Context: an optimization exercise on an open-source flow, tuned for small area. The choices shown serve that exercise and are no tape-out recipe. Only simulation tests tie the RTL to the original design; equivalence was not proved. Power is estimated from default activity; no workload was simulated.

Setup of build 79:
Design tdc_readout_top, start of the top module:
module tdc_readout_top
#(
    parameter int FIFO_STAGES  = 4,
    parameter int STAGE_DEPTH  = 8,
    parameter int CLKS_PER_BIT = 64,
    parameter int READ_LIMIT   = 1024
) (
    input  wire            clkWizard,
    input  wire            finish_mem_reset,
    input  wire            measure_done,
    input  wire [31:0]     measure_word,
    input  wire            start_writing,
    input  wire            start_reading,
    output logic           led_write_err,
    output logic           led_write_stage,
    output logic           led_read_stage,
    output logic           tx
);
    localparam int DEPTH = FIFO_STAGES * STAGE_DEPTH;    
    localparam int PAIRS = DEPTH / 2;
    localparam int CW    = $clog2(DEPTH + 1);            
    localparam int SW    = $clog2(DEPTH);                
    wire rst = finish_mem_reset;
    logic writing, reading;
    wire  idle = !writing && !reading;
    wire  writing_nx = !rst && (idle ? start_writing : (writing && !start_reading));
    wire  reading_nx = !rst && (reading || (idle ? !start_writing && start_reading
                                                 : (writing && start_reading)));
    always_ff @(posedge clkWizard) begin
        writing <= writing_nx;
        reading <= reading_nx;
    end
    logic [CW-1:0] cnt;
    wire           full = cnt[CW-1];
    logic          can_push;     
    wire           push = measure_done && can_push;
    always_ff @(posedge clkWizard) begin
        if (rst) begin
            led_write_err   <= 1'b0;
            led_write_stage <= 1'b0;
            led_read_stage  <= 1'b0;
        end else begin
  ...
==> flow/config.mk <==
export PLATFORM = sky130hd
export DESIGN_NAME = tdc_readout_top
export DESIGN_NICKNAME = tdc_readout_top
export VERILOG_FILES = /design/flow/design.v
export SDC_FILE = /design/flow/constraint.sdc
export NUM_CORES = 4
export LEC_CHECK = 0
export CAP_MARGIN = 20
export CORE_MARGIN = 2
export CORE_UTILIZATION = 63
export CTS_BUF_LIST = sky130_fd_sc_hd__clkbuf_8
export CTS_CLUSTER_DIAMETER = 60
export CTS_CLUSTER_SIZE = 22
export SLEW_MARGIN = 20
==> flow/constraint.sdc <==
create_clock -name core_clock -period 5.0 [get_ports {clkWizard}]
set_input_delay 1.0000 -clock core_clock [delete_from_list [all_inputs] [get_ports {clkWizard}]]
set_output_delay 1.0000 -clock core_clock [all_outputs]
set_load 0.01 [all_outputs]
standard.sh (not shown) runs the stock make flow with config.mk's settings and CLKGATE_MAP_FILE= SYNTH_SCRIPT=/design/flow/synth_recipe.tcl, a recipe that flattens the netlist after the stock synthesis.
==> flow/flow/run.sh <==
#!/bin/bash
set -euo pipefail
export BUFFER_PORTS_ARGS="-buffer_cell sky130_fd_sc_hd__buf_1"
export CTS_ARGS="-sink_clustering_enable -repair_clock_nets -sink_clustering_size 22 -sink_clustering_max_diameter 60 -buf_list sky130_fd_sc_hd__clkbuf_8 -dont_use_dummy_load"
bash standard.sh > make.log 2>&1
#### Input delta (build 82 over build 79)
-- flow/config.mk --
<<< build 79, line 10
export CORE_UTILIZATION = 63
>>> build 82, line 10
export CORE_UTILIZATION = 60
<<< build 79, line 14
>>> build 82, line 14
export GPL_ROUTABILITY_DRIVEN = 0
export GPL_TIMING_DRIVEN = 0
--- outcome ---
Build 82 finished every stage and its layout cleared the timing, design-rule and antenna checks. Compared to build 79, build 82 has share of total power consumed by net switching 0.64 points higher. Build 79 has lower global-route usage than build 82. Taking build 79 as the reference, in build 82 total power higher, non-clock buffering overhead in the final layout higher. ~same sequential power in build 79 and build 82. Build 82 — cell row count 2 higher, build 79 as reference. Of build 79 and build 82, build 82 shows the higher worst setup slack, with build 79 below it. Build 82 vs build 79: finished layout cell area up by a few percent.
Relative to build 82, the following input files were edited for build 96:
==> flow/flow/run.sh <==
#!/bin/bash
set -euo pipefail
export BUFFER_PORTS_ARGS="-buffer_cell sky130_fd_sc_hd__buf_1"
bash standard.sh > make.log 2>&1
-- flow/config.mk --
<<< build 82, line 13
export CTS_CLUSTER_SIZE = 22
export GPL_ROUTABILITY_DRIVEN = 0
export GPL_TIMING_DRIVEN = 0
>>> build 96, line 13
export CTS_CLUSTER_SIZE = 20
Build 96: share of the cycle needed by the critical path after routing 3.5 points above build 82
Build 82 → build 96: clock power grew by 9.7%; met2 routing resource usage after global routing shrank by 7.5 points.
[build 96 vs build 82] combined global-route utilization of all metal layers: lower in build 96
From build 82 to build 96 the numbers moved as follows: number of global-route vias before repair moved down, switching component of the power now sits lower.
~same die area in build 96 and build 82
Cmp build 96 vs build 82: post-layout minimum cycle time higher in build 96
Compared to build 82, build 96 has violation count after the first detailed-routing iteration 351 higher.
What build 49 does differently from build 96 at the input level:
-- flow/flow/run.sh --
<<< build 96, line 4
>>> build 49, line 4
export CTS_ARGS="-sink_clustering_enable -repair_clock_nets -sink_clustering_size 20 -sink_clustering_max_diameter 60 -buf_list sky130_fd_sc_hd__clkbuf_8 -dont_use_dummy_load"
--- outcome ---
The flow did not stop early for build 49: all stages ran, and the layout cleared the timing, design-rule and antenna checks.
First-pass GRT wire length delta (build 49 -> build 96): insignificant
Between build 96 and build 49, the count of inverters other than clock inverters in the layout does not differ in any meaningful way.
Comparing build 96 with build 49, the clock insertion delay at the later pin of the skew report came out essentially unchanged.
Comparing build 49 with build 96, the share of power burned in combinational logic came out essentially unchanged.
From build 96 to build 49 the numbers moved as follows: layout overhead on the synthesized area went down 0.52 points, multi-input gate share of total cell area held, worst setup slack after layout held, number of nets in the synthesized netlist held.

== oak ==
tdc_readout_top again, from the RTL that the note above started with.
export LEC_CHECK = 0
export CAP_MARGIN = 20
export CORE_MARGIN = 2
export CORE_UTILIZATION = 60
export CTS_BUF_LIST = sky130_fd_sc_hd__clkbuf_8
export CTS_CLUSTER_DIAMETER = 60
export CTS_CLUSTER_SIZE = 20
export SLEW_MARGIN = 20
create_clock -name core_clock -period 5.0 [get_ports {clkWizard}]
run.sh (not shown) runs the stock make flow with config.mk's settings and CLKGATE_MAP_FILE= SYNTH_SCRIPT=/design/flow/synth_recipe.tcl, a recipe that flattens the netlist after the stock synthesis.
Stock flow here: none of the scripts above is used.
Input changes introduced in pine (baseline for comparison: oak):
Settings: a change of CTS_CLUSTER_SIZE from 20 to 22; a change of CAP_MARGIN from 20 to 5; a change of SLEW_MARGIN from 20 to 5.
==> flow/flow/run.sh (new file) <==
#!/bin/bash
set -euo pipefail
export BUFFER_PORTS_ARGS="-buffer_cell sky130_fd_sc_hd__buf_1"
export CTS_ARGS="-sink_clustering_enable -repair_clock_nets -sink_clustering_size 22 -sink_clustering_max_diameter 60 -buf_list sky130_fd_sc_hd__clkbuf_8 -dont_use_dummy_load"
bash standard.sh > make.log 2>&1
==> flow/standard.sh (new file) <==
#!/bin/bash
# synth_recipe.tcl (not shown) runs the flow's synth.tcl, then flattens the netlist and writes it again
# the make line also repeats each setting of config.mk as NAME=value (left out here)
make -C /OpenROAD-flow-scripts/flow DESIGN_CONFIG=/design/flow/config.mk WORK_HOME=/design/flow/orfs CLKGATE_MAP_FILE= SYNTH_SCRIPT=/design/flow/synth_recipe.tcl "${@:-finish}"
removed: flow/run.sh
## What came out
- Simple-gate share of the synthesized area came out exactly the same in oak and pine.
- Between pine and oak, the global-route usage figures differ only marginally.
- Setup slack in pine is smaller than in oak.
- [compare] base=oak new=pine: final standard cell count with taps included and fillers excluded held steady, switching share of power barely changed, clock buffer count from CTS went down 6.6%.
- Compared with oak, pine is more frugal on power.
- oak → pine: DRC violation count after routing roughly the same; final layout net count ~0 delta; delay of the slowest cell on the worst path went up by 280 ps.
[inputs] birch vs pine
Settings: SLEW_MARGIN changed from 5 to 20; CORE_UTILIZATION changed from 60 to 74; CAP_MARGIN changed from 5 to 20.
Results
- On combinational logic power, pine tracks birch almost exactly.
- From pine to birch, count of inverters other than clock inverters in the layout did not move at all.
- The run showing the smaller largest net degree at the start of global routing is birch.
diff inputs: birch => maple
Settings: changing CORE_UTILIZATION from 74 to 60.
==> flow/flow/run.sh <==
#!/bin/bash
set -euo pipefail
export BUFFER_PORTS_ARGS="-buffer_cell sky130_fd_sc_hd__buf_1"
export CTS_ARGS="-sink_clustering_enable -repair_clock_nets -sink_clustering_size 22 -sink_clustering_max_diameter 60 -buf_list {sky130_fd_sc_hd__clkbuf_4 sky130_fd_sc_hd__clkbuf_8} -dont_use_dummy_load"
bash standard.sh > make.log 2>&1
==> notes.md <==
Switching part of the total power: birch vs maple, no meaningful difference. Summary of maple over birch: fraction of the mapped netlist area in simple logic gates saw little to no change; core utilization now smaller; setup slack at placement grew by 21 ps; finished layout cell area shows an increase of 0.70%. Core area grows by more than 10% when moving from birch to maple. The worst-case hold slack of maple and that of birch are within noise of each other.
Modified inputs, cedar compared to maple
==> flow/flow/run.sh <==
#!/bin/bash
set -euo pipefail
export BUFFER_PORTS_ARGS="-buffer_cell sky130_fd_sc_hd__buf_1"
export CTS_ARGS="-sink_clustering_enable -repair_clock_nets -sink_clustering_size 22 -sink_clustering_max_diameter 60 -buf_list sky130_fd_sc_hd__clkbuf_8 -dont_use_dummy_load"
bash standard.sh > make.log 2>&1
Findings:
- Comparing maple against cedar, there is no change at all in remaining number of nets flagged by the antenna check after routing.
- As far as wire length of the first global-routing pass is concerned, maple and cedar perform about the same.
- Across maple and cedar, the outcome is the same: a clean finish for every run.
- Combinational share of power: maple vs cedar — no meaningful difference
- Re clock net sink count: no difference whatsoever between maple and cedar.

Another version of the RTL of tdc_readout_top (not shown whole).
Size: roughly 2000 cells after synthesis, about 41 I/O pins.
Settings: LEC_CHECK=0, CAP_MARGIN=20, CORE_MARGIN=2, CORE_UTILIZATION=65, CTS_BUF_LIST=sky130_fd_sc_hd__clkbuf_8, CTS_CLUSTER_DIAMETER=35, CTS_CLUSTER_SIZE=24, SLEW_MARGIN=20; clock period 5.0 ns.
standard.sh (not shown) runs the stock make flow with config.mk's settings and CLKGATE_MAP_FILE= SYNTH_SCRIPT=/design/flow/synth_recipe.tcl, a recipe that flattens the netlist after the stock synthesis.
==> flow/flow/run.sh <==
#!/bin/bash
set -euo pipefail
export BUFFER_PORTS_ARGS="-buffer_cell sky130_fd_sc_hd__buf_1"
bash standard.sh > make.log 2>&1
==> next run, changes <==
- CORE_UTILIZATION: 65 -> 60
- CTS_CLUSTER_DIAMETER: 35 -> 60
- CTS_CLUSTER_SIZE: 24 -> 20
After rerunning: Power goes down by 13%. Clock-buffer cell count goes down by 83. Sequential power stays flat. Non-clock buffer count does not change. Sequential share of layout area goes up by 4.4 points. Clock power goes down by 44%. Critical path depth does not change. Area after synthesis does not change. Routed wire length goes down by 2.8%. Combinational power barely changes. Hold slack improved by 0.0084 ns.
==> next run, changes <==
==> flow/run.sh (new file) <==
#!/bin/bash
# synth_recipe.tcl (not shown) runs the flow's synth.tcl, then flattens the netlist and writes it again
# the make line also repeats each setting of config.mk as NAME=value (left out here)
make -C /OpenROAD-flow-scripts/flow DESIGN_CONFIG=/design/flow/config.mk WORK_HOME=/design/flow/orfs CLKGATE_MAP_FILE= SYNTH_SCRIPT=/design/flow/synth_recipe.tcl finish
removed: flow/flow/run.sh
removed: flow/standard.sh
=>
- cell count shrinks by 0.31%
- clock power shrinks by about 4%
- critical path depth is unchanged
- die area is unchanged
- setup slack got worse by 0.11 ns

==> static timing again, ports no longer ideal <==
The results above use ideal ports. As a check the final layouts listed here were re-extracted and re-timed, cells and wires unchanged.
Step 1 sets driving cells, clkbuf_16 on the clock port and buf_2 on the other inputs (assumed; they add their load-dependent delay and slew).
Step 2 times the ports against the registers' clock, not the clock port: input delays grow and output delays shrink by t, the midpoint of the rising clock arrivals with the driver on.
a / b / c = ideal / step 1 / step 2; a / b = the first two.
run	shift t [ns]	slack for setup (ns)	worst setup path at the end	worst slew at a driven data input, ns	cell pins on the clock port's net
build 79	0.711	1.953 / 1.953 / 1.852	input to register	0.04	1
build 82	0.717	2.139 / 2.139 / 1.844	input to register	0.03	1
build 96	0.692	1.961 / 1.961 / 1.872	input to register	0.04	1
build 49	0.680	1.963 / 1.963 / 1.880	input to register	0.04	1
oak	0.731	2.150 / 2.162 / 1.450	input to register	0.05	1
pine	0.709	2.012 / 2.012 / 1.890	input to register	0.04	1
birch	0.716	1.960 / 1.960 / 1.854	input to register	0.04	1
maple	0.709	2.012 / 2.012 / 1.890	input to register	0.04	1
cedar	0.709	2.012 / 2.012 / 1.890	input to register	0.04	1
the first run of note 3	0.794	1.935 / 1.935 / 1.744	input to register	0.03	1
the second run of note 3	0.711	2.015 / 2.015 / 1.914	input to register	0.03	1
the third run of note 3	0.743	1.902 / 1.902 / 1.506	input to register	0.04	1
After both steps setup and hold are still met in every run listed. For oak, which loses most, drivers alone change the setup slack by +0.012 ns; drivers and shift together by -0.700 ns.
